From an optimization exercise on the open Yosys and OpenROAD flow, aimed at small area; shortcuts taken in it are not production practice.
Only simulation tests tie the RTL to the original design; equivalence was not proved.

== run 1 ==
// regfile_2w_scoreboard
module regfile_2w_scoreboard #(
    parameter int DATA_W   = 32,
    parameter int ADDR_W   = 5,
    parameter int ZERO_REG = 1,
    parameter int BYPASS   = 1
) (
    input  logic              clk,
    input  logic              reset,
    input  logic [ADDR_W-1:0] rd_addr1,
    input  logic [ADDR_W-1:0] rd_addr2,
    output logic [DATA_W-1:0] rd_data1,
    output logic [DATA_W-1:0] rd_data2,
    output logic              rd_busy1,
    output logic              rd_busy2,
    input  logic              wr_en_a,
    input  logic [ADDR_W-1:0] wr_addr_a,
    input  logic [DATA_W-1:0] wr_data_a,
    input  logic              wr_en_b,
    input  logic [ADDR_W-1:0] wr_addr_b,
    input  logic [DATA_W-1:0] wr_data_b,
    input  logic              claim_en,
    input  logic [ADDR_W-1:0] claim_addr,
    output logic              collision
);
Size: about 4500 cells after synthesis, about 160 I/O pins, about 0.047 sq mm of cells after synthesis.
export LEC_CHECK = 0
export CAP_MARGIN = 10
export CELL_PAD_IN_SITES_DETAIL_PLACEMENT = 3
export CELL_PAD_IN_SITES_GLOBAL_PLACEMENT = 3
export CORE_MARGIN = 2
export CORE_UTILIZATION = 40
export CTS_BUF_LIST = sky130_fd_sc_hd__clkbuf_8
export MIN_ROUTING_LAYER = met2
export PLACE_DENSITY = 0.62
export SETUP_SLACK_MARGIN = 0.1
export SLEW_MARGIN = 10
export SYNTH_HIERARCHICAL = 1
export SYNTH_MINIMUM_KEEP_SIZE = 0
create_clock -name core_clock -period 7.0 [get_ports {clk}]
run.sh (not shown) runs the stock make flow with config.mk's settings and CLKGATE_MAP_FILE= SYNTH_SCRIPT=/design/flow/synth_recipe.tcl, a recipe that flattens the netlist after the stock synthesis.
Run 1: it failed during 3_5_place_dp, and the tool reported DPL-0033.
The following lists how run 2 was set up differently from run 1:
- clearing MIN_ROUTING_LAYER, which used to be met2
==> comparison <==
- [compare] base=run 1 new=run 2: sequential share of the synthesized area ~0 delta, detailed-placement wirelength estimate -about 4%, fraction of registers with async set/reset ~0 delta, count of input and output buffers ~0 delta.
- Flow for run 2 halted at 3_5_place_dp, error code DPL-0033.
- Re post-synth design cell area: no difference whatsoever between run 2 and run 1.
- Cmp run 1 and run 2 / placer's final routability congestion estimate / higher: run 1
Setup changes, run 2 to run 3
- changing PLACE_DENSITY from 0.62 to 0.55
- setting CTS_CLUSTER_DIAMETER to 80 for the first time
- setting MIN_ROUTING_LAYER to met2 for the first time
- changing CELL_PAD_IN_SITES_GLOBAL_PLACEMENT from 3 to 2
- changing CORE_UTILIZATION from 40 to 35
- changing CELL_PAD_IN_SITES_DETAIL_PLACEMENT from 3 to 2
- setting CTS_CLUSTER_SIZE to 20 for the first time
[summary]
Run status, run 3: aborted in 5_1_grt, error GRT-0116
Run 2 -> run 3: number of distinct library cells after synthesis delta 0, exact match
Run 2 → run 3: horizontal die dimension went up; site row count shows an increase of 6.4%.
Number of primary I/O pins came out exactly the same in run 3 and run 2.
Die outline height on run 3 is up relative to run 2.
Re placer congestion estimate: run 3 is about 16% up on run 2.
Min half-perimeter wire length after placement across run 3 and run 2: run 3
[inputs] run 4 vs run 3
- CTS_CLUSTER_DIAMETER no longer set, was 80
- CORE_UTILIZATION now 30, was 35
- PLACE_DENSITY no longer set, was 0.55
- MIN_ROUTING_LAYER no longer set, was met2
- CTS_CLUSTER_SIZE no longer set, was 20
--- outcome ---
When the final numbers for run 4 and run 3 were put side by side, the placed wire-length estimate after detailed placement turned out to be greater in run 4.
Of run 4 and run 3, only run 3 fails to reach the end of the flow.
Run 3 -> run 4: post-synth design cell area delta 0, exact match
Side by side, die outline width turned out higher in run 4 than in run 3.
Post-CTS setup repair buffer count sits higher in run 4 than in run 3.
For run 5, these inputs were changed with respect to run 4:
- swapping 30 for 35 in CORE_UTILIZATION
- putting CTS_CLUSTER_SIZE at 20 where nothing was set
- putting PLACE_DENSITY at 0.55 where nothing was set
- putting CTS_CLUSTER_DIAMETER at 80 where nothing was set
- putting GPL_TIMING_DRIVEN at 0 where nothing was set
- putting MIN_ROUTING_LAYER at met2 where nothing was set
Results
Run 5 did not finish; the tool stopped in 5_1_grt with error GRT-0116. Compared with run 4, in run 5 setup slack at placement went down; count of placed standard cells including taps went down. Note that the floorplan die width recorded for run 5 amounts to 0.927 times the value seen in run 4.

-- afterwards: timing with drivers on the ports --
No port has a modelled driver above. Below, the same layout with a new extraction and two added sets of constraints. Step 1 sets driving cells, clkbuf_16 on the clock port and buf_2 on the other inputs (assumed; they add their load-dependent delay and slew). Step 2 adds t to the input delays and takes it off the output delays; t is the mean of the earliest and latest rising clock arrival at the registers after step 1. Input paths then give back, and output paths get back, about the clock's delay inside the block. Slacks: ideal / step 1 / step 2; pairs: ideal / step 1.
run: run 4
t, ns: 1.033
slack for setup (ns): -0.010 / -0.040 / -0.040
worst register clock-pin slew, ns: 0.07 / 0.07
worst data-port slew with drivers (ns): 0.12
For run 4, drivers alone change the setup slack by -0.030 ns; drivers and shift together by -0.030 ns.
